This design comes from an exercise in tuning for small area, a short achievable clock period and few clock cycles per item on the open sky130 flow, not from production work. RTL that was checked went through simulation tests only; none was proved equivalent to the original. Only the layout flow was run in run 2; the RTL was not checked for function there.

## flow/design.v (module list and top-level ports; edited modules follow where they fit)
// module cdd_pipe_ctrl: 25 lines
// module cdd_stage1: 1266 lines
// module cdd_stage2: 610 lines
// module cdd_final: 524 lines
// module cdd_clean: 40 lines
// module calendar_date_difference: 88 lines
module calendar_date_difference (
  input  logic                           clk_i,
  input  logic                           rst_ni,
  input  logic                           in_valid_i,
  output logic                           in_ready_o,
  input  logic [cdd_pkg::YEAR_W-1:0]     first_year_i,
  input  logic [cdd_pkg::MONTH_W-1:0]    first_month_i,
  input  logic [cdd_pkg::DAY_W-1:0]      first_day_i,
  input  logic [cdd_pkg::YEAR_W-1:0]     second_year_i,
  input  logic [cdd_pkg::MONTH_W-1:0]    second_month_i,
  input  logic [cdd_pkg::DAY_W-1:0]      second_day_i,
  output logic                           out_valid_o,
  input  logic                           out_ready_i,
  output logic [cdd_pkg::DIFF_W-1:0]     day_difference_o
);
  // ...
==> flow/flow/run.sh <==
#!/bin/bash
# Layout flow: the standard flow (standard.sh) with two changes:
# - the buffers that buffer_ports puts on every input and output port are
#   sky130_fd_sc_hd__buf_1 instead of the cell OpenROAD picks by default;
# - Yosys's synth skips its quick internal ABC pass (SYNTH_ARGS=-noabc), so
#   the full adders written in the RTL reach extract_fa as written; the
#   technology mapping ABC pass after it runs as usual.
set -euo pipefail
export BUFFER_PORTS_ARGS="-buffer_cell sky130_fd_sc_hd__buf_1"
export SYNTH_ARGS="-noabc"
bash standard.sh finish > standard_flow.log 2>&1
==> flow/standard.sh <==
#!/bin/bash
# synth_recipe.tcl (not shown) runs the flow's synth.tcl, then flattens the netlist and writes it again
# the make line also repeats each setting of config.mk as NAME=value (left out here)
make -C /OpenROAD-flow-scripts/flow DESIGN_CONFIG=/design/flow/config.mk WORK_HOME=/design/flow/orfs CLKGATE_MAP_FILE= SYNTH_SCRIPT=/design/flow/synth_recipe.tcl "${@:-finish}"
==> flow/config.mk <==
export PLATFORM = sky130hd
export DESIGN_NAME = calendar_date_difference
export DESIGN_NICKNAME = calendar_date_difference
export VERILOG_FILES = /design/flow/design.v
export SDC_FILE = /design/flow/constraint.sdc
export NUM_CORES = 4
export LEC_CHECK = 0
export CAP_MARGIN = 20
export CORE_MARGIN = 2
export CORE_UTILIZATION = 40
export CTS_BUF_LIST = sky130_fd_sc_hd__clkbuf_8
export SETUP_SLACK_MARGIN = 2.4
export SLEW_MARGIN = 20
==> flow/constraint.sdc <==
create_clock -name core_clock -period 7.0 [get_ports {clk_i}]
set_input_delay 1.4000 -clock core_clock [delete_from_list [all_inputs] [get_ports {clk_i}]]
set_output_delay 1.4000 -clock core_clock [all_outputs]
set_load 0.01 [all_outputs]
==> results.cfg, run 1 <==
[synthesis]
yosys-top-cells-count = 202 x inv_1, 136 x fa_1, 124 x ha_1
synth-compound-area-share_pct = 10.9
synth_top_family_by_area = adder cells
yosysUniqueCellTypes = 72
synth_warnings = 4
synth-adder-area-share_pct = 38.3
synth_edf_count = 95
postSynthAreaPerCell_um2 = 10.3
synth_top_area_share_pct = 25.6

[placement]
dp_cells = 1497
pre_cts_ws_ps = 1720
gp_congestion = 0.876

[floorplan]
io_pins = 74
start_util_pct = 40.4

[final_layout]
multi_input_cells = 744
seq_cells = 97
inverters = 203
multi_input_area_mm2 = 0.00746
n_all_buffers = 81
layout_common_cells = 202 x inv_1, 135 x fa_1, 118 x ha_1, 95 x edfxtp_1, 63 x buf_1

[status]
status = no timing/DRC/antenna violations

[min_path]
hold_depth = 1
worstHoldStart = u_ctrl.v1_q

[timing]
max_freq_mhz = 225
post-route-period-util_pct = 63.4
final-max-slew-violation-count = 0
period_needed_ps = 4440

[global_routing]
antenna_found_initial = 0
overflow = 0

[setup_path]
setup.worst_path.end = gb_q
critPathLaunchType = input pin
reg2reg_to = cs_q[13]
worstSetupPathDepth = 13

[cts]
cts_buffer_depth = 2
cts_hold_buf = 0
insertion_delay_ps = 380

[route]
vias = 7393
Testbench counts, summed over its fixed seeds: cycles 24,016, items 24,000.
==> module cdd_final, before the edit <==
module cdd_final (
  input  logic [43:0] cs_i,
  output logic [21:0] diff_o
);
  logic s3_s1;
  logic s3_c2;
  logic s3_c3;
  logic s3_s4;
  logic s3_c5;
  logic s3_s6;
  logic s3_c7;
  logic s3_s8;
  logic s3_c9;
  logic s3_s10;
  logic s3_c11;
  logic s3_c12;
  logic s3_s13;
  logic s3_c14;
  logic s3_c15;
  logic s3_s16;
  logic s3_c17;
  logic s3_s18;
  logic s3_c19;
  logic s3_s20;
  logic s3_c21;
  logic s3_s22;
  logic s3_c23;
  logic s3_s24;
  logic s3_c25;
  logic s3_s26;
  logic s3_c27;
  logic s3_s28;
  logic s3_c29;
  logic s3_s30;
  logic s3_c31;
  logic s3_s32;
  logic s3_c33;
  logic s3_s34;
  logic s3_c35;
  logic s3_s36;
  logic s3_c37;
  logic s3_s38;
  logic s3_c39;
  logic s3_c40;
  logic s3_s41;
  logic s3_c42;
  logic s3_s43;
  logic s3_c44;
  logic s3_s45;
  logic s3_c46;
  logic s3_c47;
  logic s3_s48;
  logic s3_c49;
  logic s3_g50;
  logic s3_p51;
  logic s3_g52;
  logic s3_p53;
  logic s3_g54;
  logic s3_p55;
  logic s3_g56;
  logic s3_p57;
  logic s3_g58;
  logic s3_p59;
  logic s3_g60;
  logic s3_p61;
  logic s3_g62;
  logic s3_p63;
  logic s3_g64;
  logic s3_p65;
  logic s3_g66;
  logic s3_p67;
  logic s3_g68;
  logic s3_p69;
  logic s3_g70;
  logic s3_p71;
  logic s3_g72;
  logic s3_p73;
  logic s3_g74;
  logic s3_p75;
  logic s3_g76;
  logic s3_p77;
  logic s3_g78;
  logic s3_p79;
  logic s3_g80;
  logic s3_p81;
  logic s3_g82;
  logic s3_p83;
  logic s3_g84;
  logic s3_p85;
  logic s3_g86;
  logic s3_p87;
  logic s3_g88;
  logic s3_p89;
  logic s3_g90;
  logic s3_p91;
  logic s3_g92;
  logic s3_g93;
  logic s3_p94;
  logic s3_g95;
  logic s3_p96;
  logic s3_g97;
  logic s3_p98;
  logic s3_g99;
  logic s3_p100;
  logic s3_g101;
  logic s3_p102;
  logic s3_g103;
  logic s3_p104;
  logic s3_g105;
  logic s3_p106;
  logic s3_g107;
  logic s3_p108;
  logic s3_g109;
  logic s3_p110;
  logic s3_g111;
  logic s3_p112;
  logic s3_g113;
  logic s3_p114;
  logic s3_g115;
  logic s3_p116;
  logic s3_g117;
  logic s3_p118;
  logic s3_g119;
  logic s3_p120;
  logic s3_g121;
  logic s3_p122;
  logic s3_g123;
  logic s3_p124;
  logic s3_g125;
  logic s3_p126;
  logic s3_g127;
  logic s3_p128;
  logic s3_g129;
  logic s3_p130;
  logic s3_g131;
  logic s3_p132;
  logic s3_g133;
  logic s3_p134;
  logic s3_g135;
  logic s3_p136;
  logic s3_g137;
  logic s3_p138;
  logic s3_g139;
  logic s3_p140;
  logic s3_g141;
  logic s3_p142;
  logic s3_g143;
  logic s3_p144;
  logic s3_g145;
  logic s3_p146;
  logic s3_g147;
  logic s3_p148;
  logic s3_g149;
  logic s3_p150;
  logic s3_g151;
  logic s3_p152;
  logic s3_g153;
  logic s3_p154;
  logic s3_g155;
  logic s3_p156;
  logic s3_g157;
  logic s3_p158;
  logic s3_g159;
  logic s3_p160;
  logic s3_g161;
  logic s3_p162;
  logic s3_g163;
  logic s3_p164;
  logic s3_g165;
  logic s3_p166;
  logic s3_g167;
  logic s3_p168;
  logic s3_g169;
  logic s3_p170;
  logic s3_g171;
  logic s3_p172;
  logic s3_g173;
  logic s3_p174;
  logic s3_g175;
  logic s3_p176;
  logic s3_g177;
  logic s3_p178;
  logic s3_g179;
  logic s3_p180;
  logic s3_g181;
  logic s3_p182;
  logic s3_g183;
  logic s3_p184;
  logic s3_g185;
  logic s3_p186;
  logic s3_g187;
  logic s3_p188;
  logic s3_g189;
  logic s3_p190;
  logic s3_g191;
  logic s3_p192;
  logic s3_g193;
  logic s3_p194;
  logic s3_g195;
  logic s3_p196;
  logic s3_g197;
  logic s3_p198;
  logic s3_g199;
  logic s3_p200;
  logic s3_g201;
  logic s3_p202;
  logic s3_g203;
  logic s3_p204;
  logic s3_g205;
  logic s3_p206;
  logic s3_g207;
  logic s3_p208;
  logic s3_g209;
  logic s3_p210;
  logic s3_g211;
  logic s3_p212;
  logic s3_g213;
  logic s3_p214;
  logic s3_g215;
  logic s3_p216;
  logic s3_r217;
  logic s3_k218;
  logic s3_r219;
  logic s3_k220;
  logic s3_r221;
  logic s3_k222;
  logic s3_r223;
  logic s3_k224;
  logic s3_r225;
  logic s3_k226;
  logic s3_r227;
  logic s3_k228;
  logic s3_r229;
  logic s3_k230;
  logic s3_r231;
  logic s3_k232;
  logic s3_r233;
  logic s3_k234;
  logic s3_r235;
  logic s3_k236;
  logic s3_r237;
  logic s3_k238;
  logic s3_r239;
  logic s3_k240;
  logic s3_r241;
  logic s3_k242;
  logic s3_r243;
  logic s3_k244;
  logic s3_r245;
  logic s3_k246;
  logic s3_r247;
  logic s3_k248;
  logic s3_r249;
  logic s3_k250;
  logic s3_r251;
  logic s3_k252;
  logic s3_r253;
  logic s3_k254;
  logic s3_r255;
  logic s3_k256;
  logic s3_r257;
  logic s3_k258;
  logic s3_r259;
  assign s3_s1 = cs_i[1] ^ cs_i[0];
  assign s3_c2 = cs_i[1] & cs_i[0];
  assign s3_c3 = cs_i[1] ^ s3_c2;
  assign s3_s4 = cs_i[2] ^ cs_i[3];
  assign s3_c5 = cs_i[2] & cs_i[3];
  assign s3_s6 = cs_i[4] ^ cs_i[5];
  assign s3_c7 = cs_i[4] & cs_i[5];
  assign s3_s8 = cs_i[6] ^ cs_i[7];
  assign s3_c9 = cs_i[6] & cs_i[7];
  assign s3_s10 = cs_i[8] ^ cs_i[9];
  assign s3_c11 = cs_i[8] & cs_i[9];
  assign s3_c12 = cs_i[8] ^ s3_c11;
  assign s3_s13 = cs_i[11] ^ cs_i[10];
  assign s3_c14 = cs_i[11] & cs_i[10];
  assign s3_c15 = cs_i[11] ^ s3_c14;
  assign s3_s16 = cs_i[12] ^ cs_i[13];
  assign s3_c17 = cs_i[12] & cs_i[13];
  assign s3_s18 = cs_i[14] ^ cs_i[15];
  assign s3_c19 = cs_i[14] & cs_i[15];
  assign s3_s20 = cs_i[16] ^ cs_i[17];
  assign s3_c21 = cs_i[16] & cs_i[17];
  assign s3_s22 = cs_i[18] ^ cs_i[19];
  assign s3_c23 = cs_i[18] & cs_i[19];
  assign s3_s24 = cs_i[20] ^ cs_i[21];
  assign s3_c25 = cs_i[20] & cs_i[21];
  assign s3_s26 = cs_i[22] ^ cs_i[23];
  assign s3_c27 = cs_i[22] & cs_i[23];
  assign s3_s28 = cs_i[24] ^ cs_i[25];
  assign s3_c29 = cs_i[24] & cs_i[25];
  assign s3_s30 = cs_i[26] ^ cs_i[27];
  assign s3_c31 = cs_i[26] & cs_i[27];
  assign s3_s32 = cs_i[28] ^ cs_i[29];
  assign s3_c33 = cs_i[28] & cs_i[29];
  assign s3_s34 = cs_i[30] ^ cs_i[31];
  assign s3_c35 = cs_i[30] & cs_i[31];
  assign s3_s36 = cs_i[32] ^ cs_i[33];
  assign s3_c37 = cs_i[32] & cs_i[33];
  assign s3_s38 = cs_i[34] ^ cs_i[35];
  assign s3_c39 = cs_i[34] & cs_i[35];
  assign s3_c40 = cs_i[34] ^ s3_c39;
  assign s3_s41 = cs_i[36] ^ cs_i[37];
  assign s3_c42 = cs_i[36] & cs_i[37];
  assign s3_s43 = cs_i[38] ^ cs_i[39];
  assign s3_c44 = cs_i[38] & cs_i[39];
  assign s3_s45 = cs_i[40] ^ cs_i[41];
  assign s3_c46 = cs_i[40] & cs_i[41];
  assign s3_c47 = cs_i[40] ^ s3_c46;
  assign s3_s48 = cs_i[42] ^ cs_i[43];
  assign s3_c49 = cs_i[42] & cs_i[43];
  assign s3_g50 = s3_c5 | (s3_s4 & s3_c3);
  assign s3_p51 = s3_s4 & ~s3_s1;
  assign s3_g52 = s3_c7 | (s3_s6 & s3_c5);
  assign s3_p53 = s3_s6 & s3_s4;
  assign s3_g54 = s3_c9 | (s3_s8 & s3_c7);
  assign s3_p55 = s3_s8 & s3_s6;
  assign s3_g56 = s3_c12 | (~s3_s10 & s3_c9);
  assign s3_p57 = ~s3_s10 & s3_s8;
  assign s3_g58 = s3_c15 | (~s3_s13 & s3_c12);
  assign s3_p59 = ~s3_s13 & ~s3_s10;
  assign s3_g60 = s3_c17 | (s3_s16 & s3_c15);
  assign s3_p61 = s3_s16 & ~s3_s13;
  assign s3_g62 = s3_c19 | (s3_s18 & s3_c17);
  assign s3_p63 = s3_s18 & s3_s16;
  assign s3_g64 = s3_c21 | (s3_s20 & s3_c19);
  assign s3_p65 = s3_s20 & s3_s18;
  assign s3_g66 = s3_c23 | (s3_s22 & s3_c21);
  assign s3_p67 = s3_s22 & s3_s20;
  assign s3_g68 = s3_c25 | (s3_s24 & s3_c23);
  assign s3_p69 = s3_s24 & s3_s22;
  assign s3_g70 = s3_c27 | (s3_s26 & s3_c25);
  assign s3_p71 = s3_s26 & s3_s24;
  assign s3_g72 = s3_c29 | (s3_s28 & s3_c27);
  assign s3_p73 = s3_s28 & s3_s26;
  assign s3_g74 = s3_c31 | (s3_s30 & s3_c29);
  assign s3_p75 = s3_s30 & s3_s28;
  assign s3_g76 = s3_c33 | (s3_s32 & s3_c31);
  assign s3_p77 = s3_s32 & s3_s30;
  assign s3_g78 = s3_c35 | (s3_s34 & s3_c33);
  assign s3_p79 = s3_s34 & s3_s32;
  assign s3_g80 = s3_c37 | (s3_s36 & s3_c35);
  assign s3_p81 = s3_s36 & s3_s34;
  assign s3_g82 = s3_c40 | (~s3_s38 & s3_c37);
  assign s3_p83 = ~s3_s38 & s3_s36;
  assign s3_g84 = s3_c42 | (s3_s41 & s3_c40);
  assign s3_p85 = s3_s41 & ~s3_s38;
  assign s3_g86 = s3_c44 | (s3_s43 & s3_c42);
  assign s3_p87 = s3_s43 & s3_s41;
  assign s3_g88 = s3_c47 | (~s3_s45 & s3_c44);
  assign s3_p89 = ~s3_s45 & s3_s43;
  assign s3_g90 = s3_c49 | (s3_s48 & s3_c47);
  assign s3_p91 = s3_s48 & ~s3_s45;
  assign s3_g92 = 1'b1 & s3_c49;
  assign s3_g93 = s3_g52 | (s3_p53 & s3_c3);
  assign s3_p94 = s3_p53 & ~s3_s1;
  assign s3_g95 = s3_g54 | (s3_p55 & s3_g50);
  assign s3_p96 = s3_p55 & s3_p51;
  assign s3_g97 = s3_g56 | (s3_p57 & s3_g52);
  assign s3_p98 = s3_p57 & s3_p53;
  assign s3_g99 = s3_g58 | (s3_p59 & s3_g54);
  assign s3_p100 = s3_p59 & s3_p55;
  assign s3_g101 = s3_g60 | (s3_p61 & s3_g56);
  assign s3_p102 = s3_p61 & s3_p57;
  assign s3_g103 = s3_g62 | (s3_p63 & s3_g58);
  assign s3_p104 = s3_p63 & s3_p59;
  assign s3_g105 = s3_g64 | (s3_p65 & s3_g60);
  assign s3_p106 = s3_p65 & s3_p61;
  assign s3_g107 = s3_g66 | (s3_p67 & s3_g62);
  assign s3_p108 = s3_p67 & s3_p63;
  assign s3_g109 = s3_g68 | (s3_p69 & s3_g64);
  assign s3_p110 = s3_p69 & s3_p65;
  assign s3_g111 = s3_g70 | (s3_p71 & s3_g66);
  assign s3_p112 = s3_p71 & s3_p67;
  assign s3_g113 = s3_g72 | (s3_p73 & s3_g68);
  assign s3_p114 = s3_p73 & s3_p69;
  assign s3_g115 = s3_g74 | (s3_p75 & s3_g70);
  assign s3_p116 = s3_p75 & s3_p71;
  assign s3_g117 = s3_g76 | (s3_p77 & s3_g72);
  assign s3_p118 = s3_p77 & s3_p73;
  assign s3_g119 = s3_g78 | (s3_p79 & s3_g74);
  assign s3_p120 = s3_p79 & s3_p75;
  assign s3_g121 = s3_g80 | (s3_p81 & s3_g76);
  assign s3_p122 = s3_p81 & s3_p77;
  assign s3_g123 = s3_g82 | (s3_p83 & s3_g78);
  assign s3_p124 = s3_p83 & s3_p79;
  assign s3_g125 = s3_g84 | (s3_p85 & s3_g80);
  assign s3_p126 = s3_p85 & s3_p81;
  assign s3_g127 = s3_g86 | (s3_p87 & s3_g82);
  assign s3_p128 = s3_p87 & s3_p83;
  assign s3_g129 = s3_g88 | (s3_p89 & s3_g84);
  assign s3_p130 = s3_p89 & s3_p85;
  assign s3_g131 = s3_g90 | (s3_p91 & s3_g86);
  assign s3_p132 = s3_p91 & s3_p87;
  assign s3_g133 = s3_g92 | (s3_s48 & s3_g88);
  assign s3_p134 = s3_s48 & s3_p89;
  assign s3_g135 = s3_g97 | (s3_p98 & s3_c3);
  assign s3_p136 = s3_p98 & ~s3_s1;
  assign s3_g137 = s3_g99 | (s3_p100 & s3_g50);
  assign s3_p138 = s3_p100 & s3_p51;
  assign s3_g139 = s3_g101 | (s3_p102 & s3_g93);
  assign s3_p140 = s3_p102 & s3_p94;
  assign s3_g141 = s3_g103 | (s3_p104 & s3_g95);
  assign s3_p142 = s3_p104 & s3_p96;
  assign s3_g143 = s3_g105 | (s3_p106 & s3_g97);
  assign s3_p144 = s3_p106 & s3_p98;
  assign s3_g145 = s3_g107 | (s3_p108 & s3_g99);
  assign s3_p146 = s3_p108 & s3_p100;
  assign s3_g147 = s3_g109 | (s3_p110 & s3_g101);
  assign s3_p148 = s3_p110 & s3_p102;
  assign s3_g149 = s3_g111 | (s3_p112 & s3_g103);
  assign s3_p150 = s3_p112 & s3_p104;
  assign s3_g151 = s3_g113 | (s3_p114 & s3_g105);
  assign s3_p152 = s3_p114 & s3_p106;
  assign s3_g153 = s3_g115 | (s3_p116 & s3_g107);
  assign s3_p154 = s3_p116 & s3_p108;
  assign s3_g155 = s3_g117 | (s3_p118 & s3_g109);
  assign s3_p156 = s3_p118 & s3_p110;
  assign s3_g157 = s3_g119 | (s3_p120 & s3_g111);
  assign s3_p158 = s3_p120 & s3_p112;
  assign s3_g159 = s3_g121 | (s3_p122 & s3_g113);
  assign s3_p160 = s3_p122 & s3_p114;
  assign s3_g161 = s3_g123 | (s3_p124 & s3_g115);
  assign s3_p162 = s3_p124 & s3_p116;
  assign s3_g163 = s3_g125 | (s3_p126 & s3_g117);
  assign s3_p164 = s3_p126 & s3_p118;
  assign s3_g165 = s3_g127 | (s3_p128 & s3_g119);
  assign s3_p166 = s3_p128 & s3_p120;
  assign s3_g167 = s3_g129 | (s3_p130 & s3_g121);
  assign s3_p168 = s3_p130 & s3_p122;
  assign s3_g169 = s3_g131 | (s3_p132 & s3_g123);
  assign s3_p170 = s3_p132 & s3_p124;
  assign s3_g171 = s3_g133 | (s3_p134 & s3_g125);
  assign s3_p172 = s3_p134 & s3_p126;
  assign s3_g173 = s3_g143 | (s3_p144 & s3_c3);
  assign s3_p174 = s3_p144 & ~s3_s1;
  assign s3_g175 = s3_g145 | (s3_p146 & s3_g50);
  assign s3_p176 = s3_p146 & s3_p51;
  assign s3_g177 = s3_g147 | (s3_p148 & s3_g93);
  assign s3_p178 = s3_p148 & s3_p94;
  assign s3_g179 = s3_g149 | (s3_p150 & s3_g95);
  assign s3_p180 = s3_p150 & s3_p96;
  assign s3_g181 = s3_g151 | (s3_p152 & s3_g135);
  assign s3_p182 = s3_p152 & s3_p136;
  assign s3_g183 = s3_g153 | (s3_p154 & s3_g137);
  assign s3_p184 = s3_p154 & s3_p138;
  assign s3_g185 = s3_g155 | (s3_p156 & s3_g139);
  assign s3_p186 = s3_p156 & s3_p140;
  assign s3_g187 = s3_g157 | (s3_p158 & s3_g141);
  assign s3_p188 = s3_p158 & s3_p142;
  assign s3_g189 = s3_g159 | (s3_p160 & s3_g143);
  assign s3_p190 = s3_p160 & s3_p144;
  assign s3_g191 = s3_g161 | (s3_p162 & s3_g145);
  assign s3_p192 = s3_p162 & s3_p146;
  assign s3_g193 = s3_g163 | (s3_p164 & s3_g147);
  assign s3_p194 = s3_p164 & s3_p148;
  assign s3_g195 = s3_g165 | (s3_p166 & s3_g149);
  assign s3_p196 = s3_p166 & s3_p150;
  assign s3_g197 = s3_g167 | (s3_p168 & s3_g151);
  assign s3_p198 = s3_p168 & s3_p152;
  assign s3_g199 = s3_g169 | (s3_p170 & s3_g153);
  assign s3_p200 = s3_p170 & s3_p154;
  assign s3_g201 = s3_g171 | (s3_p172 & s3_g155);
  assign s3_p202 = s3_p172 & s3_p156;
  assign s3_g203 = s3_g189 | (s3_p190 & s3_c3);
  assign s3_p204 = s3_p190 & ~s3_s1;
  assign s3_g205 = s3_g191 | (s3_p192 & s3_g50);
  assign s3_p206 = s3_p192 & s3_p51;
  assign s3_g207 = s3_g193 | (s3_p194 & s3_g93);
  assign s3_p208 = s3_p194 & s3_p94;
  assign s3_g209 = s3_g195 | (s3_p196 & s3_g95);
  assign s3_p210 = s3_p196 & s3_p96;
  assign s3_g211 = s3_g197 | (s3_p198 & s3_g135);
  assign s3_p212 = s3_p198 & s3_p136;
  assign s3_g213 = s3_g199 | (s3_p200 & s3_g137);
  assign s3_p214 = s3_p200 & s3_p138;
  assign s3_g215 = s3_g201 | (s3_p202 & s3_g139);
  assign s3_p216 = s3_p202 & s3_p140;
  assign s3_r217 = ~s3_s1 ^ s3_g213 ^ ~s3_g213;
  assign s3_k218 = s3_c3 | (~s3_s1 & s3_g213);
  assign s3_r219 = s3_s4 ^ s3_k218 ^ ~s3_g213;
  assign s3_k220 = s3_g50 | (s3_p51 & s3_g213);
  assign s3_r221 = s3_s6 ^ s3_k220 ^ ~s3_g213;
  assign s3_k222 = s3_g93 | (s3_p94 & s3_g213);
  assign s3_r223 = s3_s8 ^ s3_k222 ^ ~s3_g213;
  assign s3_k224 = s3_g95 | (s3_p96 & s3_g213);
  assign s3_r225 = ~s3_s10 ^ s3_k224 ^ ~s3_g213;
  assign s3_k226 = s3_g135 | (s3_p136 & s3_g213);
  assign s3_r227 = ~s3_s13 ^ s3_k226 ^ ~s3_g213;
  assign s3_k228 = s3_g137 | (s3_p138 & s3_g213);
  assign s3_r229 = s3_s16 ^ s3_k228 ^ ~s3_g213;
  assign s3_k230 = s3_g139 | (s3_p140 & s3_g213);
  assign s3_r231 = s3_s18 ^ s3_k230 ^ ~s3_g213;
  assign s3_k232 = s3_g141 | (s3_p142 & s3_g213);
  assign s3_r233 = s3_s20 ^ s3_k232 ^ ~s3_g213;
  assign s3_k234 = s3_g173 | (s3_p174 & s3_g213);
  assign s3_r235 = s3_s22 ^ s3_k234 ^ ~s3_g213;
  assign s3_k236 = s3_g175 | (s3_p176 & s3_g213);
  assign s3_r237 = s3_s24 ^ s3_k236 ^ ~s3_g213;
  assign s3_k238 = s3_g177 | (s3_p178 & s3_g213);
  assign s3_r239 = s3_s26 ^ s3_k238 ^ ~s3_g213;
  assign s3_k240 = s3_g179 | (s3_p180 & s3_g213);
  assign s3_r241 = s3_s28 ^ s3_k240 ^ ~s3_g213;
  assign s3_k242 = s3_g181 | (s3_p182 & s3_g213);
  assign s3_r243 = s3_s30 ^ s3_k242 ^ ~s3_g213;
  assign s3_k244 = s3_g183 | (s3_p184 & s3_g213);
  assign s3_r245 = s3_s32 ^ s3_k244 ^ ~s3_g213;
  assign s3_k246 = s3_g185 | (s3_p186 & s3_g213);
  assign s3_r247 = s3_s34 ^ s3_k246 ^ ~s3_g213;
  assign s3_k248 = s3_g187 | (s3_p188 & s3_g213);
  assign s3_r249 = s3_s36 ^ s3_k248 ^ ~s3_g213;
  assign s3_k250 = s3_g203 | (s3_p204 & s3_g213);
  assign s3_r251 = ~s3_s38 ^ s3_k250 ^ ~s3_g213;
  assign s3_k252 = s3_g205 | (s3_p206 & s3_g213);
  assign s3_r253 = s3_s41 ^ s3_k252 ^ ~s3_g213;
  assign s3_k254 = s3_g207 | (s3_p208 & s3_g213);
  assign s3_r255 = s3_s43 ^ s3_k254 ^ ~s3_g213;
  assign s3_k256 = s3_g209 | (s3_p210 & s3_g213);
  assign s3_r257 = ~s3_s45 ^ s3_k256 ^ ~s3_g213;
  assign s3_k258 = s3_g211 | (s3_p212 & s3_g213);
  assign s3_r259 = s3_s48 ^ s3_k258 ^ ~s3_g213;
  assign diff_o = {s3_r259, s3_r257, s3_r255, s3_r253, s3_r251, s3_r249, s3_r247, s3_r245, s3_r243, s3_r241, s3_r239, s3_r237, s3_r235, s3_r233, s3_r231, s3_r229, s3_r227, s3_r225, s3_r223, s3_r221, s3_r219, s3_r217};
endmodule
==> run 2: changes to the inputs <==
--- a/flow/design.v
+++ b/flow/design.v
@@ -2055,117 +2055,45 @@
   logic s3_p144;
-  logic s3_g145;
-  logic s3_p146;
-  logic s3_g147;
-  logic s3_p148;
-  logic s3_g149;
-  logic s3_p150;
-  logic s3_g151;
-  logic s3_p152;
-  logic s3_g153;
-  logic s3_p154;
-  logic s3_g155;
-  logic s3_p156;
-  logic s3_g157;
-  logic s3_p158;
-  logic s3_g159;
-  logic s3_p160;
-  logic s3_g161;
-  logic s3_p162;
-  logic s3_g163;
-  logic s3_p164;
-  logic s3_g165;
-  logic s3_p166;
-  logic s3_g167;
-  logic s3_p168;
-  logic s3_g169;
-  logic s3_p170;
-  logic s3_g171;
-  logic s3_p172;
-  logic s3_g173;
-  logic s3_p174;
-  logic s3_g175;
-  logic s3_p176;
-  logic s3_g177;
-  logic s3_p178;
-  logic s3_g179;
-  logic s3_p180;
-  logic s3_g181;
-  logic s3_p182;
-  logic s3_g183;
-  logic s3_p184;
-  logic s3_g185;
-  logic s3_p186;
-  logic s3_g187;
-  logic s3_p188;
-  logic s3_g189;
-  logic s3_p190;
-  logic s3_g191;
-  logic s3_p192;
-  logic s3_g193;
-  logic s3_p194;
-  logic s3_g195;
-  logic s3_p196;
-  logic s3_g197;
-  logic s3_p198;
-  logic s3_g199;
-  logic s3_p200;
-  logic s3_g201;
-  logic s3_p202;
-  logic s3_g203;
-  logic s3_p204;
-  logic s3_g205;
-  logic s3_p206;
-  logic s3_g207;
-  logic s3_p208;
-  logic s3_g209;
-  logic s3_p210;
-  logic s3_g211;
-  logic s3_p212;
-  logic s3_g213;
-  logic s3_p214;
-  logic s3_g215;
-  logic s3_p216;
-  logic s3_r217;
-  logic s3_k218;
-  logic s3_r219;
-  logic s3_k220;
-  logic s3_r221;
-  logic s3_k222;
-  logic s3_r223;
-  logic s3_k224;
-  logic s3_r225;
-  logic s3_k226;
-  logic s3_r227;
-  logic s3_k228;
-  logic s3_r229;
-  logic s3_k230;
-  logic s3_r231;
-  logic s3_k232;
-  logic s3_r233;
-  logic s3_k234;
-  logic s3_r235;
-  logic s3_k236;
-  logic s3_r237;
-  logic s3_k238;
-  logic s3_r239;
-  logic s3_k240;
-  logic s3_r241;
-  logic s3_k242;
-  logic s3_r243;
-  logic s3_k244;
-  logic s3_r245;
-  logic s3_k246;
-  logic s3_r247;
-  logic s3_k248;
-  logic s3_r249;
-  logic s3_k250;
-  logic s3_r251;
-  logic s3_k252;
-  logic s3_r253;
-  logic s3_k254;
-  logic s3_r255;
-  logic s3_k256;
-  logic s3_r257;
-  logic s3_k258;
-  logic s3_r259;
+  logic s3_r145;
+  logic s3_k146;
+  logic s3_r147;
+  logic s3_k148;
+  logic s3_r149;
+  logic s3_k150;
+  logic s3_r151;
+  logic s3_k152;
+  logic s3_r153;
+  logic s3_k154;
+  logic s3_r155;
+  logic s3_k156;
+  logic s3_r157;
+  logic s3_k158;
+  logic s3_r159;
+  logic s3_k160;
+  logic s3_r161;
+  logic s3_k162;
+  logic s3_r163;
+  logic s3_k164;
+  logic s3_r165;
+  logic s3_k166;
+  logic s3_r167;
+  logic s3_k168;
+  logic s3_r169;
+  logic s3_k170;
+  logic s3_r171;
+  logic s3_k172;
+  logic s3_r173;
+  logic s3_k174;
+  logic s3_r175;
+  logic s3_k176;
+  logic s3_r177;
+  logic s3_k178;
+  logic s3_r179;
+  logic s3_k180;
+  logic s3_r181;
+  logic s3_k182;
+  logic s3_r183;
+  logic s3_k184;
+  logic s3_r185;
+  logic s3_k186;
+  logic s3_r187;
   assign s3_s1 = cs_i[1] ^ cs_i[0];
@@ -2221,211 +2149,139 @@
   assign s3_p51 = s3_s4 & ~s3_s1;
-  assign s3_g52 = s3_c7 | (s3_s6 & s3_c5);
-  assign s3_p53 = s3_s6 & s3_s4;
-  assign s3_g54 = s3_c9 | (s3_s8 & s3_c7);
-  assign s3_p55 = s3_s8 & s3_s6;
-  assign s3_g56 = s3_c12 | (~s3_s10 & s3_c9);
-  assign s3_p57 = ~s3_s10 & s3_s8;
-  assign s3_g58 = s3_c15 | (~s3_s13 & s3_c12);
-  assign s3_p59 = ~s3_s13 & ~s3_s10;
-  assign s3_g60 = s3_c17 | (s3_s16 & s3_c15);
-  assign s3_p61 = s3_s16 & ~s3_s13;
-  assign s3_g62 = s3_c19 | (s3_s18 & s3_c17);
-  assign s3_p63 = s3_s18 & s3_s16;
-  assign s3_g64 = s3_c21 | (s3_s20 & s3_c19);
-  assign s3_p65 = s3_s20 & s3_s18;
-  assign s3_g66 = s3_c23 | (s3_s22 & s3_c21);
-  assign s3_p67 = s3_s22 & s3_s20;
-  assign s3_g68 = s3_c25 | (s3_s24 & s3_c23);
-  assign s3_p69 = s3_s24 & s3_s22;
-  assign s3_g70 = s3_c27 | (s3_s26 & s3_c25);
-  assign s3_p71 = s3_s26 & s3_s24;
-  assign s3_g72 = s3_c29 | (s3_s28 & s3_c27);
-  assign s3_p73 = s3_s28 & s3_s26;
-  assign s3_g74 = s3_c31 | (s3_s30 & s3_c29);
-  assign s3_p75 = s3_s30 & s3_s28;
-  assign s3_g76 = s3_c33 | (s3_s32 & s3_c31);
-  assign s3_p77 = s3_s32 & s3_s30;
-  assign s3_g78 = s3_c35 | (s3_s34 & s3_c33);
-  assign s3_p79 = s3_s34 & s3_s32;
-  assign s3_g80 = s3_c37 | (s3_s36 & s3_c35);
-  assign s3_p81 = s3_s36 & s3_s34;
-  assign s3_g82 = s3_c40 | (~s3_s38 & s3_c37);
-  assign s3_p83 = ~s3_s38 & s3_s36;
-  assign s3_g84 = s3_c42 | (s3_s41 & s3_c40);
-  assign s3_p85 = s3_s41 & ~s3_s38;
-  assign s3_g86 = s3_c44 | (s3_s43 & s3_c42);
-  assign s3_p87 = s3_s43 & s3_s41;
-  assign s3_g88 = s3_c47 | (~s3_s45 & s3_c44);
-  assign s3_p89 = ~s3_s45 & s3_s43;
-  assign s3_g90 = s3_c49 | (s3_s48 & s3_c47);
-  assign s3_p91 = s3_s48 & ~s3_s45;
-  assign s3_g92 = 1'b1 & s3_c49;
-  assign s3_g93 = s3_g52 | (s3_p53 & s3_c3);
-  assign s3_p94 = s3_p53 & ~s3_s1;
-  assign s3_g95 = s3_g54 | (s3_p55 & s3_g50);
-  assign s3_p96 = s3_p55 & s3_p51;
-  assign s3_g97 = s3_g56 | (s3_p57 & s3_g52);
-  assign s3_p98 = s3_p57 & s3_p53;
-  assign s3_g99 = s3_g58 | (s3_p59 & s3_g54);
-  assign s3_p100 = s3_p59 & s3_p55;
-  assign s3_g101 = s3_g60 | (s3_p61 & s3_g56);
-  assign s3_p102 = s3_p61 & s3_p57;
-  assign s3_g103 = s3_g62 | (s3_p63 & s3_g58);
-  assign s3_p104 = s3_p63 & s3_p59;
-  assign s3_g105 = s3_g64 | (s3_p65 & s3_g60);
-  assign s3_p106 = s3_p65 & s3_p61;
-  assign s3_g107 = s3_g66 | (s3_p67 & s3_g62);
-  assign s3_p108 = s3_p67 & s3_p63;
-  assign s3_g109 = s3_g68 | (s3_p69 & s3_g64);
-  assign s3_p110 = s3_p69 & s3_p65;
-  assign s3_g111 = s3_g70 | (s3_p71 & s3_g66);
-  assign s3_p112 = s3_p71 & s3_p67;
-  assign s3_g113 = s3_g72 | (s3_p73 & s3_g68);
-  assign s3_p114 = s3_p73 & s3_p69;
-  assign s3_g115 = s3_g74 | (s3_p75 & s3_g70);
-  assign s3_p116 = s3_p75 & s3_p71;
-  assign s3_g117 = s3_g76 | (s3_p77 & s3_g72);
-  assign s3_p118 = s3_p77 & s3_p73;
-  assign s3_g119 = s3_g78 | (s3_p79 & s3_g74);
-  assign s3_p120 = s3_p79 & s3_p75;
-  assign s3_g121 = s3_g80 | (s3_p81 & s3_g76);
-  assign s3_p122 = s3_p81 & s3_p77;
-  assign s3_g123 = s3_g82 | (s3_p83 & s3_g78);
-  assign s3_p124 = s3_p83 & s3_p79;
-  assign s3_g125 = s3_g84 | (s3_p85 & s3_g80);
-  assign s3_p126 = s3_p85 & s3_p81;
-  assign s3_g127 = s3_g86 | (s3_p87 & s3_g82);
-  assign s3_p128 = s3_p87 & s3_p83;
-  assign s3_g129 = s3_g88 | (s3_p89 & s3_g84);
-  assign s3_p130 = s3_p89 & s3_p85;
-  assign s3_g131 = s3_g90 | (s3_p91 & s3_g86);
-  assign s3_p132 = s3_p91 & s3_p87;
-  assign s3_g133 = s3_g92 | (s3_s48 & s3_g88);
-  assign s3_p134 = s3_s48 & s3_p89;
-  assign s3_g135 = s3_g97 | (s3_p98 & s3_c3);
-  assign s3_p136 = s3_p98 & ~s3_s1;
-  assign s3_g137 = s3_g99 | (s3_p100 & s3_g50);
-  assign s3_p138 = s3_p100 & s3_p51;
-  assign s3_g139 = s3_g101 | (s3_p102 & s3_g93);
-  assign s3_p140 = s3_p102 & s3_p94;
-  assign s3_g141 = s3_g103 | (s3_p104 & s3_g95);
-  assign s3_p142 = s3_p104 & s3_p96;
-  assign s3_g143 = s3_g105 | (s3_p106 & s3_g97);
-  assign s3_p144 = s3_p106 & s3_p98;
-  assign s3_g145 = s3_g107 | (s3_p108 & s3_g99);
-  assign s3_p146 = s3_p108 & s3_p100;
-  assign s3_g147 = s3_g109 | (s3_p110 & s3_g101);
-  assign s3_p148 = s3_p110 & s3_p102;
-  assign s3_g149 = s3_g111 | (s3_p112 & s3_g103);
-  assign s3_p150 = s3_p112 & s3_p104;
-  assign s3_g151 = s3_g113 | (s3_p114 & s3_g105);
-  assign s3_p152 = s3_p114 & s3_p106;
-  assign s3_g153 = s3_g115 | (s3_p116 & s3_g107);
-  assign s3_p154 = s3_p116 & s3_p108;
-  assign s3_g155 = s3_g117 | (s3_p118 & s3_g109);
-  assign s3_p156 = s3_p118 & s3_p110;
-  assign s3_g157 = s3_g119 | (s3_p120 & s3_g111);
-  assign s3_p158 = s3_p120 & s3_p112;
-  assign s3_g159 = s3_g121 | (s3_p122 & s3_g113);
-  assign s3_p160 = s3_p122 & s3_p114;
-  assign s3_g161 = s3_g123 | (s3_p124 & s3_g115);
-  assign s3_p162 = s3_p124 & s3_p116;
-  assign s3_g163 = s3_g125 | (s3_p126 & s3_g117);
-  assign s3_p164 = s3_p126 & s3_p118;
-  assign s3_g165 = s3_g127 | (s3_p128 & s3_g119);
-  assign s3_p166 = s3_p128 & s3_p120;
-  assign s3_g167 = s3_g129 | (s3_p130 & s3_g121);
-  assign s3_p168 = s3_p130 & s3_p122;
-  assign s3_g169 = s3_g131 | (s3_p132 & s3_g123);
-  assign s3_p170 = s3_p132 & s3_p124;
-  assign s3_g171 = s3_g133 | (s3_p134 & s3_g125);
-  assign s3_p172 = s3_p134 & s3_p126;
-  assign s3_g173 = s3_g143 | (s3_p144 & s3_c3);
-  assign s3_p174 = s3_p144 & ~s3_s1;
-  assign s3_g175 = s3_g145 | (s3_p146 & s3_g50);
-  assign s3_p176 = s3_p146 & s3_p51;
-  assign s3_g177 = s3_g147 | (s3_p148 & s3_g93);
-  assign s3_p178 = s3_p148 & s3_p94;
-  assign s3_g179 = s3_g149 | (s3_p150 & s3_g95);
-  assign s3_p180 = s3_p150 & s3_p96;
-  assign s3_g181 = s3_g151 | (s3_p152 & s3_g135);
-  assign s3_p182 = s3_p152 & s3_p136;
-  assign s3_g183 = s3_g153 | (s3_p154 & s3_g137);
-  assign s3_p184 = s3_p154 & s3_p138;
-  assign s3_g185 = s3_g155 | (s3_p156 & s3_g139);
-  assign s3_p186 = s3_p156 & s3_p140;
-  assign s3_g187 = s3_g157 | (s3_p158 & s3_g141);
-  assign s3_p188 = s3_p158 & s3_p142;
-  assign s3_g189 = s3_g159 | (s3_p160 & s3_g143);
-  assign s3_p190 = s3_p160 & s3_p144;
-  assign s3_g191 = s3_g161 | (s3_p162 & s3_g145);
-  assign s3_p192 = s3_p162 & s3_p146;
-  assign s3_g193 = s3_g163 | (s3_p164 & s3_g147);
-  assign s3_p194 = s3_p164 & s3_p148;
-  assign s3_g195 = s3_g165 | (s3_p166 & s3_g149);
-  assign s3_p196 = s3_p166 & s3_p150;
-  assign s3_g197 = s3_g167 | (s3_p168 & s3_g151);
-  assign s3_p198 = s3_p168 & s3_p152;
-  assign s3_g199 = s3_g169 | (s3_p170 & s3_g153);
-  assign s3_p200 = s3_p170 & s3_p154;
-  assign s3_g201 = s3_g171 | (s3_p172 & s3_g155);
-  assign s3_p202 = s3_p172 & s3_p156;
-  assign s3_g203 = s3_g189 | (s3_p190 & s3_c3);
-  assign s3_p204 = s3_p190 & ~s3_s1;
-  assign s3_g205 = s3_g191 | (s3_p192 & s3_g50);
-  assign s3_p206 = s3_p192 & s3_p51;
-  assign s3_g207 = s3_g193 | (s3_p194 & s3_g93);
-  assign s3_p208 = s3_p194 & s3_p94;
-  assign s3_g209 = s3_g195 | (s3_p196 & s3_g95);
-  assign s3_p210 = s3_p196 & s3_p96;
-  assign s3_g211 = s3_g197 | (s3_p198 & s3_g135);
-  assign s3_p212 = s3_p198 & s3_p136;
-  assign s3_g213 = s3_g199 | (s3_p200 & s3_g137);
-  assign s3_p214 = s3_p200 & s3_p138;
-  assign s3_g215 = s3_g201 | (s3_p202 & s3_g139);
-  assign s3_p216 = s3_p202 & s3_p140;
-  assign s3_r217 = ~s3_s1 ^ s3_g213 ^ ~s3_g213;
-  assign s3_k218 = s3_c3 | (~s3_s1 & s3_g213);
-  assign s3_r219 = s3_s4 ^ s3_k218 ^ ~s3_g213;
-  assign s3_k220 = s3_g50 | (s3_p51 & s3_g213);
-  assign s3_r221 = s3_s6 ^ s3_k220 ^ ~s3_g213;
-  assign s3_k222 = s3_g93 | (s3_p94 & s3_g213);
-  assign s3_r223 = s3_s8 ^ s3_k222 ^ ~s3_g213;
-  assign s3_k224 = s3_g95 | (s3_p96 & s3_g213);
-  assign s3_r225 = ~s3_s10 ^ s3_k224 ^ ~s3_g213;
-  assign s3_k226 = s3_g135 | (s3_p136 & s3_g213);
-  assign s3_r227 = ~s3_s13 ^ s3_k226 ^ ~s3_g213;
-  assign s3_k228 = s3_g137 | (s3_p138 & s3_g213);
-  assign s3_r229 = s3_s16 ^ s3_k228 ^ ~s3_g213;
-  assign s3_k230 = s3_g139 | (s3_p140 & s3_g213);
-  assign s3_r231 = s3_s18 ^ s3_k230 ^ ~s3_g213;
-  assign s3_k232 = s3_g141 | (s3_p142 & s3_g213);
-  assign s3_r233 = s3_s20 ^ s3_k232 ^ ~s3_g213;
-  assign s3_k234 = s3_g173 | (s3_p174 & s3_g213);
-  assign s3_r235 = s3_s22 ^ s3_k234 ^ ~s3_g213;
-  assign s3_k236 = s3_g175 | (s3_p176 & s3_g213);
-  assign s3_r237 = s3_s24 ^ s3_k236 ^ ~s3_g213;
-  assign s3_k238 = s3_g177 | (s3_p178 & s3_g213);
-  assign s3_r239 = s3_s26 ^ s3_k238 ^ ~s3_g213;
-  assign s3_k240 = s3_g179 | (s3_p180 & s3_g213);
-  assign s3_r241 = s3_s28 ^ s3_k240 ^ ~s3_g213;
-  assign s3_k242 = s3_g181 | (s3_p182 & s3_g213);
-  assign s3_r243 = s3_s30 ^ s3_k242 ^ ~s3_g213;
-  assign s3_k244 = s3_g183 | (s3_p184 & s3_g213);
-  assign s3_r245 = s3_s32 ^ s3_k244 ^ ~s3_g213;
-  assign s3_k246 = s3_g185 | (s3_p186 & s3_g213);
-  assign s3_r247 = s3_s34 ^ s3_k246 ^ ~s3_g213;
-  assign s3_k248 = s3_g187 | (s3_p188 & s3_g213);
-  assign s3_r249 = s3_s36 ^ s3_k248 ^ ~s3_g213;
-  assign s3_k250 = s3_g203 | (s3_p204 & s3_g213);
-  assign s3_r251 = ~s3_s38 ^ s3_k250 ^ ~s3_g213;
-  assign s3_k252 = s3_g205 | (s3_p206 & s3_g213);
-  assign s3_r253 = s3_s41 ^ s3_k252 ^ ~s3_g213;
-  assign s3_k254 = s3_g207 | (s3_p208 & s3_g213);
-  assign s3_r255 = s3_s43 ^ s3_k254 ^ ~s3_g213;
-  assign s3_k256 = s3_g209 | (s3_p210 & s3_g213);
-  assign s3_r257 = ~s3_s45 ^ s3_k256 ^ ~s3_g213;
-  assign s3_k258 = s3_g211 | (s3_p212 & s3_g213);
-  assign s3_r259 = s3_s48 ^ s3_k258 ^ ~s3_g213;
-  assign diff_o = {s3_r259, s3_r257, s3_r255, s3_r253, s3_r251, s3_r249, s3_r247, s3_r245, s3_r243, s3_r241, s3_r239, s3_r237, s3_r235, s3_r233, s3_r231, s3_r229, s3_r227, s3_r225, s3_r223, s3_r221, s3_r219, s3_r217};
+  assign s3_g52 = s3_c9 | (s3_s8 & s3_c7);
+  assign s3_p53 = s3_s8 & s3_s6;
+  assign s3_g54 = s3_c15 | (~s3_s13 & s3_c12);
+  assign s3_p55 = ~s3_s13 & ~s3_s10;
+  assign s3_g56 = s3_c19 | (s3_s18 & s3_c17);
+  assign s3_p57 = s3_s18 & s3_s16;
+  assign s3_g58 = s3_c23 | (s3_s22 & s3_c21);
+  assign s3_p59 = s3_s22 & s3_s20;
+  assign s3_g60 = s3_c27 | (s3_s26 & s3_c25);
+  assign s3_p61 = s3_s26 & s3_s24;
+  assign s3_g62 = s3_c31 | (s3_s30 & s3_c29);
+  assign s3_p63 = s3_s30 & s3_s28;
+  assign s3_g64 = s3_c35 | (s3_s34 & s3_c33);
+  assign s3_p65 = s3_s34 & s3_s32;
+  assign s3_g66 = s3_c40 | (~s3_s38 & s3_c37);
+  assign s3_p67 = ~s3_s38 & s3_s36;
+  assign s3_g68 = s3_c44 | (s3_s43 & s3_c42);
+  assign s3_p69 = s3_s43 & s3_s41;
+  assign s3_g70 = s3_c49 | (s3_s48 & s3_c47);
+  assign s3_p71 = s3_s48 & ~s3_s45;
+  assign s3_g72 = s3_c7 | (s3_s6 & s3_g50);
+  assign s3_p73 = s3_s6 & s3_p51;
+  assign s3_g74 = s3_g52 | (s3_p53 & s3_g50);
+  assign s3_p75 = s3_p53 & s3_p51;
+  assign s3_g76 = s3_c17 | (s3_s16 & s3_g54);
+  assign s3_p77 = s3_s16 & s3_p55;
+  assign s3_g78 = s3_g56 | (s3_p57 & s3_g54);
+  assign s3_p79 = s3_p57 & s3_p55;
+  assign s3_g80 = s3_c25 | (s3_s24 & s3_g58);
+  assign s3_p81 = s3_s24 & s3_p59;
+  assign s3_g82 = s3_g60 | (s3_p61 & s3_g58);
+  assign s3_p83 = s3_p61 & s3_p59;
+  assign s3_g84 = s3_c33 | (s3_s32 & s3_g62);
+  assign s3_p85 = s3_s32 & s3_p63;
+  assign s3_g86 = s3_g64 | (s3_p65 & s3_g62);
+  assign s3_p87 = s3_p65 & s3_p63;
+  assign s3_g88 = s3_c42 | (s3_s41 & s3_g66);
+  assign s3_p89 = s3_s41 & s3_p67;
+  assign s3_g90 = s3_g68 | (s3_p69 & s3_g66);
+  assign s3_p91 = s3_p69 & s3_p67;
+  assign s3_g92 = 1'b1 & s3_g70;
+  assign s3_g93 = s3_c12 | (~s3_s10 & s3_g74);
+  assign s3_p94 = ~s3_s10 & s3_p75;
+  assign s3_g95 = s3_g54 | (s3_p55 & s3_g74);
+  assign s3_p96 = s3_p55 & s3_p75;
+  assign s3_g97 = s3_g76 | (s3_p77 & s3_g74);
+  assign s3_p98 = s3_p77 & s3_p75;
+  assign s3_g99 = s3_g78 | (s3_p79 & s3_g74);
+  assign s3_p100 = s3_p79 & s3_p75;
+  assign s3_g101 = s3_c29 | (s3_s28 & s3_g82);
+  assign s3_p102 = s3_s28 & s3_p83;
+  assign s3_g103 = s3_g62 | (s3_p63 & s3_g82);
+  assign s3_p104 = s3_p63 & s3_p83;
+  assign s3_g105 = s3_g84 | (s3_p85 & s3_g82);
+  assign s3_p106 = s3_p85 & s3_p83;
+  assign s3_g107 = s3_g86 | (s3_p87 & s3_g82);
+  assign s3_p108 = s3_p87 & s3_p83;
+  assign s3_g109 = s3_c47 | (~s3_s45 & s3_g90);
+  assign s3_p110 = ~s3_s45 & s3_p91;
+  assign s3_g111 = s3_g70 | (s3_p71 & s3_g90);
+  assign s3_p112 = s3_p71 & s3_p91;
+  assign s3_g113 = s3_g92 | (s3_p71 & s3_g90);
+  assign s3_p114 = s3_p71 & s3_p91;
+  assign s3_g115 = s3_c21 | (s3_s20 & s3_g99);
+  assign s3_p116 = s3_s20 & s3_p100;
+  assign s3_g117 = s3_g58 | (s3_p59 & s3_g99);
+  assign s3_p118 = s3_p59 & s3_p100;
+  assign s3_g119 = s3_g80 | (s3_p81 & s3_g99);
+  assign s3_p120 = s3_p81 & s3_p100;
+  assign s3_g121 = s3_g82 | (s3_p83 & s3_g99);
+  assign s3_p122 = s3_p83 & s3_p100;
+  assign s3_g123 = s3_g101 | (s3_p102 & s3_g99);
+  assign s3_p124 = s3_p102 & s3_p100;
+  assign s3_g125 = s3_g103 | (s3_p104 & s3_g99);
+  assign s3_p126 = s3_p104 & s3_p100;
+  assign s3_g127 = s3_g105 | (s3_p106 & s3_g99);
+  assign s3_p128 = s3_p106 & s3_p100;
+  assign s3_g129 = s3_g107 | (s3_p108 & s3_g99);
+  assign s3_p130 = s3_p108 & s3_p100;
+  assign s3_g131 = s3_c37 | (s3_s36 & s3_g129);
+  assign s3_p132 = s3_s36 & s3_p130;
+  assign s3_g133 = s3_g66 | (s3_p67 & s3_g129);
+  assign s3_p134 = s3_p67 & s3_p130;
+  assign s3_g135 = s3_g88 | (s3_p89 & s3_g129);
+  assign s3_p136 = s3_p89 & s3_p130;
+  assign s3_g137 = s3_g90 | (s3_p91 & s3_g129);
+  assign s3_p138 = s3_p91 & s3_p130;
+  assign s3_g139 = s3_g109 | (s3_p110 & s3_g129);
+  assign s3_p140 = s3_p110 & s3_p130;
+  assign s3_g141 = s3_g111 | (s3_p112 & s3_g129);
+  assign s3_p142 = s3_p112 & s3_p130;
+  assign s3_g143 = s3_g113 | (s3_p114 & s3_g129);
+  assign s3_p144 = s3_p114 & s3_p130;
+  assign s3_r145 = ~s3_s1 ^ s3_g141 ^ ~s3_g141;
+  assign s3_k146 = s3_c3 | (~s3_s1 & s3_g141);
+  assign s3_r147 = s3_s4 ^ s3_k146 ^ ~s3_g141;
+  assign s3_k148 = s3_g50 | (s3_p51 & s3_g141);
+  assign s3_r149 = s3_s6 ^ s3_k148 ^ ~s3_g141;
+  assign s3_k150 = s3_g72 | (s3_p73 & s3_g141);
+  assign s3_r151 = s3_s8 ^ s3_k150 ^ ~s3_g141;
+  assign s3_k152 = s3_g74 | (s3_p75 & s3_g141);
+  assign s3_r153 = ~s3_s10 ^ s3_k152 ^ ~s3_g141;
+  assign s3_k154 = s3_g93 | (s3_p94 & s3_g141);
+  assign s3_r155 = ~s3_s13 ^ s3_k154 ^ ~s3_g141;
+  assign s3_k156 = s3_g95 | (s3_p96 & s3_g141);
+  assign s3_r157 = s3_s16 ^ s3_k156 ^ ~s3_g141;
+  assign s3_k158 = s3_g97 | (s3_p98 & s3_g141);
+  assign s3_r159 = s3_s18 ^ s3_k158 ^ ~s3_g141;
+  assign s3_k160 = s3_g99 | (s3_p100 & s3_g141);
+  assign s3_r161 = s3_s20 ^ s3_k160 ^ ~s3_g141;
+  assign s3_k162 = s3_g115 | (s3_p116 & s3_g141);
+  assign s3_r163 = s3_s22 ^ s3_k162 ^ ~s3_g141;
+  assign s3_k164 = s3_g117 | (s3_p118 & s3_g141);
+  assign s3_r165 = s3_s24 ^ s3_k164 ^ ~s3_g141;
+  assign s3_k166 = s3_g119 | (s3_p120 & s3_g141);
+  assign s3_r167 = s3_s26 ^ s3_k166 ^ ~s3_g141;
+  assign s3_k168 = s3_g121 | (s3_p122 & s3_g141);
+  assign s3_r169 = s3_s28 ^ s3_k168 ^ ~s3_g141;
+  assign s3_k170 = s3_g123 | (s3_p124 & s3_g141);
+  assign s3_r171 = s3_s30 ^ s3_k170 ^ ~s3_g141;
+  assign s3_k172 = s3_g125 | (s3_p126 & s3_g141);
+  assign s3_r173 = s3_s32 ^ s3_k172 ^ ~s3_g141;
+  assign s3_k174 = s3_g127 | (s3_p128 & s3_g141);
+  assign s3_r175 = s3_s34 ^ s3_k174 ^ ~s3_g141;
+  assign s3_k176 = s3_g129 | (s3_p130 & s3_g141);
+  assign s3_r177 = s3_s36 ^ s3_k176 ^ ~s3_g141;
+  assign s3_k178 = s3_g131 | (s3_p132 & s3_g141);
+  assign s3_r179 = ~s3_s38 ^ s3_k178 ^ ~s3_g141;
+  assign s3_k180 = s3_g133 | (s3_p134 & s3_g141);
+  assign s3_r181 = s3_s41 ^ s3_k180 ^ ~s3_g141;
+  assign s3_k182 = s3_g135 | (s3_p136 & s3_g141);
+  assign s3_r183 = s3_s43 ^ s3_k182 ^ ~s3_g141;
+  assign s3_k184 = s3_g137 | (s3_p138 & s3_g141);
+  assign s3_r185 = ~s3_s45 ^ s3_k184 ^ ~s3_g141;
+  assign s3_k186 = s3_g139 | (s3_p140 & s3_g141);
+  assign s3_r187 = s3_s48 ^ s3_k186 ^ ~s3_g141;
+  assign diff_o = {s3_r187, s3_r185, s3_r183, s3_r181, s3_r179, s3_r177, s3_r175, s3_r173, s3_r171, s3_r169, s3_r167, s3_r165, s3_r163, s3_r161, s3_r159, s3_r157, s3_r155, s3_r153, s3_r151, s3_r149, s3_r147, s3_r145};
 endmodule
--- a/flow/flow/run.sh
+++ b/flow/flow/run.sh
@@ -3,3 +3,3 @@
 # - the buffers that buffer_ports puts on every input and output port are
-#   sky130_fd_sc_hd__buf_1 instead of the cell OpenROAD picks by default;
+#   sky130_fd_sc_hd__buf_2 instead of the cell OpenROAD picks by default;
 # - Yosys's synth skips its quick internal ABC pass (SYNTH_ARGS=-noabc), so
@@ -8,3 +8,3 @@
 set -euo pipefail
-export BUFFER_PORTS_ARGS="-buffer_cell sky130_fd_sc_hd__buf_1"
+export BUFFER_PORTS_ARGS="-buffer_cell sky130_fd_sc_hd__buf_2"
 export SYNTH_ARGS="-noabc"
--- a/flow/config.mk
+++ b/flow/config.mk
@@ -10,3 +10,2 @@
 export CORE_UTILIZATION = 40
-export CTS_BUF_LIST = sky130_fd_sc_hd__clkbuf_8
 export SETUP_SLACK_MARGIN = 2.4
==> run 2 against run 1 <==
  * Hold slack worse by 6.6 ps
  * First-iteration DRC count increased by 2.0%
  * Critical path type unchanged
  * Sequential share of layout area shrank 0.22 points
  * Count of clock-buffer cells in the layout stayed put
  * Cell area increased by 0.95%
  * Clock skew down 4.0 ps
  * Critical endpoint is now dt_q[10]
==> results.cfg, run 2 <==
[floorplan]
dieArea_mm2 = 0.0293
io_pins = 74
start_util_pct = 40.4
coreArea_mm2 = 0.0277
die_h_um = 171
die_x_um = 171
rows = 61

[synthesis]
synth-seq-cells = 97
synth_top_area_share_pct = 25.5
yosys-top-cells-area = edfxtp_1 25%, fa_1 24%, ha_1 14%, inv_1 6.5%, xnor2_1 3.3%
synth_nets = 1372
synth_warnings = 4
async_flop_share_pct = 2.06
yosysUniqueCellTypes = 66
synth_edf_count = 95
synth_area_mm2 = 0.0112
seq_area_frac_synth_pct = 25.9
yosysTopAreaCell = edfxtp_1
synth_most_common_cell = inv_1
yosys-top-cells-count = 194 x inv_1, 136 x fa_1, 124 x ha_1
postSynthAreaPerCell_um2 = 10.5
syn-instance-count = 1062
ys.flop_type = edfxtp_1

[run]
cap_violations = 0

[setup_path]
cpMostUsedCell = a21oi_2
crit_family = compound AO/OA/AOI/OAI gates
end_kind = register
worstPathArrival_ps = 4560
slowest_stage = a2111o_1
slowest_delay_ps = 430
worst-setup-path-type = input pin to register
crit_buf_inv = 2
critPathMaxFanout = 7
critical_path.cell_chain = buf_2 -> nor4_2 -> nor2_1 -> o31a_2 -> or2_4 -> nor2_2 -> ha_1 -> inv_2 -> fa_2 -> a21o_1 -> a21oi_2 -> o21bai_1 -> a2111o_1 -> a31o_1 -> a21oi_2 -> xnor2_1
critPathLaunchType = input pin
crit_required_ps = 7100

[final_layout]
largestRegisters = cs_q: 43 flops, dt_q: 12 flops
multi_input_area_mm2 = 0.00739
fin_nets = 1427
drive_above_1_share_pct = 12.1
regArea_mm2 = 0.00290
diodes = 0
largest_register_ffs = 43
layout_commonest_cell = inv_1
instances_no_fill = 1500
area_growth_pct = 9.59
fill_cells = 2647
regMostFlops = cs_q
layout_common_cells = 194 x inv_1, 135 x fa_1, 122 x ha_1, 95 x edfxtp_1, 73 x buf_2

[timing]
hold_viol_final = 0
rsz0062_at_grt = true
slew_headroom_pct = 33.6
final-max-slew-violation-count = 0
period_needed_ps = 4460
post-route-period-util_pct = 63.7
clock_skew_ps = 9.77
holdWs_ps = 468
worst_slew_pin_slew_ps = 996
tns_ps = 0
setup_viol = 0
max_freq_mhz = 224

[route]
drc = 0
drt_iter0_drc = 461
avgRoutedWirePerCell_um = 14.8
wirelength_um = 22100
detail_route.vias_per_cell = 4.86
vias = 7285
final_antenna_net_count = 0
drtPass1Iterations = 5

[status]
status = no timing/DRC/antenna violations

[global_routing]
overflow = 0
use_met3_pct = 2.14
grt_use_met2_pct = 25.8
antenna_found_initial = 0
grt-busiest-layer = met2
grt_pass1_wl_um = 37100
grt_use_met1_pct = 23.0
grt_start_max_net_pins = 55
track_usage_pct = 16.0
grt_pass1_vias = 7242

[cts]
root_buffer = clkbuf_16
clk_pin_slew_ps = 70
htree_levels = 3
clock_sinks = 97
cts_hold_buf = 0
cts_tree = built
cts_buffer_depth = 2
numCtsBuffers = 9
insertion_delay_ps = 350

[placement]
portBuffers = 73
gp_congestion = 0.924
dpl.hpwl_um = 18700
dp_cells = 1477

[min_path]
hold_class = register to register

[power_and_ir_drop]
run 2: cell count changes in the layout (fill, tap and decap cells not counted), sizes merged, moves of 6 or more:
cell and change:
nand2 -18, nand3 -9, clkbuf -9, xnor2 -7, buf +11, mux2i +16
o21a +6
run 2: logic make-up after synthesis:
group | after synthesis | synth area share (%)
AND/OR/NAND/NOR | 192 | 8.77
AO/OA/AOI/OAI | 193 | 11.4
buffers and inverters | 236 | 8.89
multiplexers | 22 | 1.98
XOR/XNOR | 62 | 4.85
adder cells (fa/ha/maj) | 260 | 38.2
flip-flops | 97 | 25.9
run 2: worst paths after layout:
| check | from | endpoint | slack [ps] | depth (start not counted) |
|---|---|---|---|---|
| max in group asynchronous | rst_ni | u_ctrl.v2_q | 6090 | 1 |
| worst min-delay path | u_ctrl.v1_q | u_ctrl.v2_q | 470 | 1 |
| min in group asynchronous | rst_ni | u_ctrl.v1_q | 820 | 1 |
| worst min register to register | u_ctrl.v1_q | u_ctrl.v2_q | 470 | 1 |
| worst max register to register | ga_q | cs_q[13] | 2640 | 11 |
| worst max-delay path | first_year_i[7] | dt_q[10] | 2540 | 16 |
run 2: cell type report:
cell class | count | area share, %
clock buffers | 9 | 1.84
clock inverters | 7 | 0.826
inverters | 197 | 6.03
multi-input cells | 729 | 60.2
flip-flops and latches | 97 | 23.7
well taps | 378 | 3.85
repair buffers | 83 | 3.59
run 2: timing repair:
item,CTS,global route
gates resized for setup,3,16
setup buffers,2,5
setup endpoints to repair,22,19
pin swaps,1,5
run 2: stage by stage:
stage / area (um2) / setup WS (ps) / utilization, %
floorplan: 11200 / 2410 / -
global placement: 11800 / 2050 / 42.6
detailed placement: 11800 / 1990 / 42.6
CTS: 12200 / 2410 / 43.9
global route: 12300 / 2360 / 44.3
finish: 12300 / 2540 / 44.3
run 2: per-layer routing:
| layer | vias to the layer above | wire [um] | part of all wire (%) |
|---|---|---|---|
| met5 | - | 0 | 0 |
| met4 | 0 | 338 | 1.5 |
| met3 | 19 | 751 | 3.4 |
| met2 | 127 | 10100 | 46 |
| met1 | 3461 | 11000 | 49 |
| li1 | 3678 | - | - |

port drivers added, routing unchanged:
How much do the figures lean on ideal ports? The routed layouts below were timed once more, with nothing changed but the port constraints.
Step 1 (the two cells are an assumption about what drives the block):
set clk [get_ports {clk_i}]
set_driving_cell -lib_cell sky130_fd_sc_hd__clkbuf_16 $clk
set_driving_cell -lib_cell sky130_fd_sc_hd__buf_2 [delete_from_list [all_inputs] $clk]
Step 2 moves the port delays by t, midway between the first and last clock arrival at a register: inputs arrive t later, outputs are due t later. That takes back most of the time a late clock gives input paths.
Slacks: ideal ports / drivers / drivers and shift; pairs: ideal ports / drivers.
| run | shift t [ns] | setup WS [ns] | hold slack, ns | clock arrival spread, ns |
|---|---|---|---|---|
| run 1 | 0.413 | 2.564 / 2.535 / 2.168 | 0.474 / 0.474 / 0.474 | 0.014 / 0.014 |
| run 2 | 0.390 | 2.543 / 2.570 / 2.180 | 0.468 / 0.468 / 0.468 | 0.010 / 0.010 |
After both steps every run listed still meets setup and hold. For run 1, which loses most, drivers alone change the setup slack by -0.029 ns; drivers and shift together by -0.396 ns.
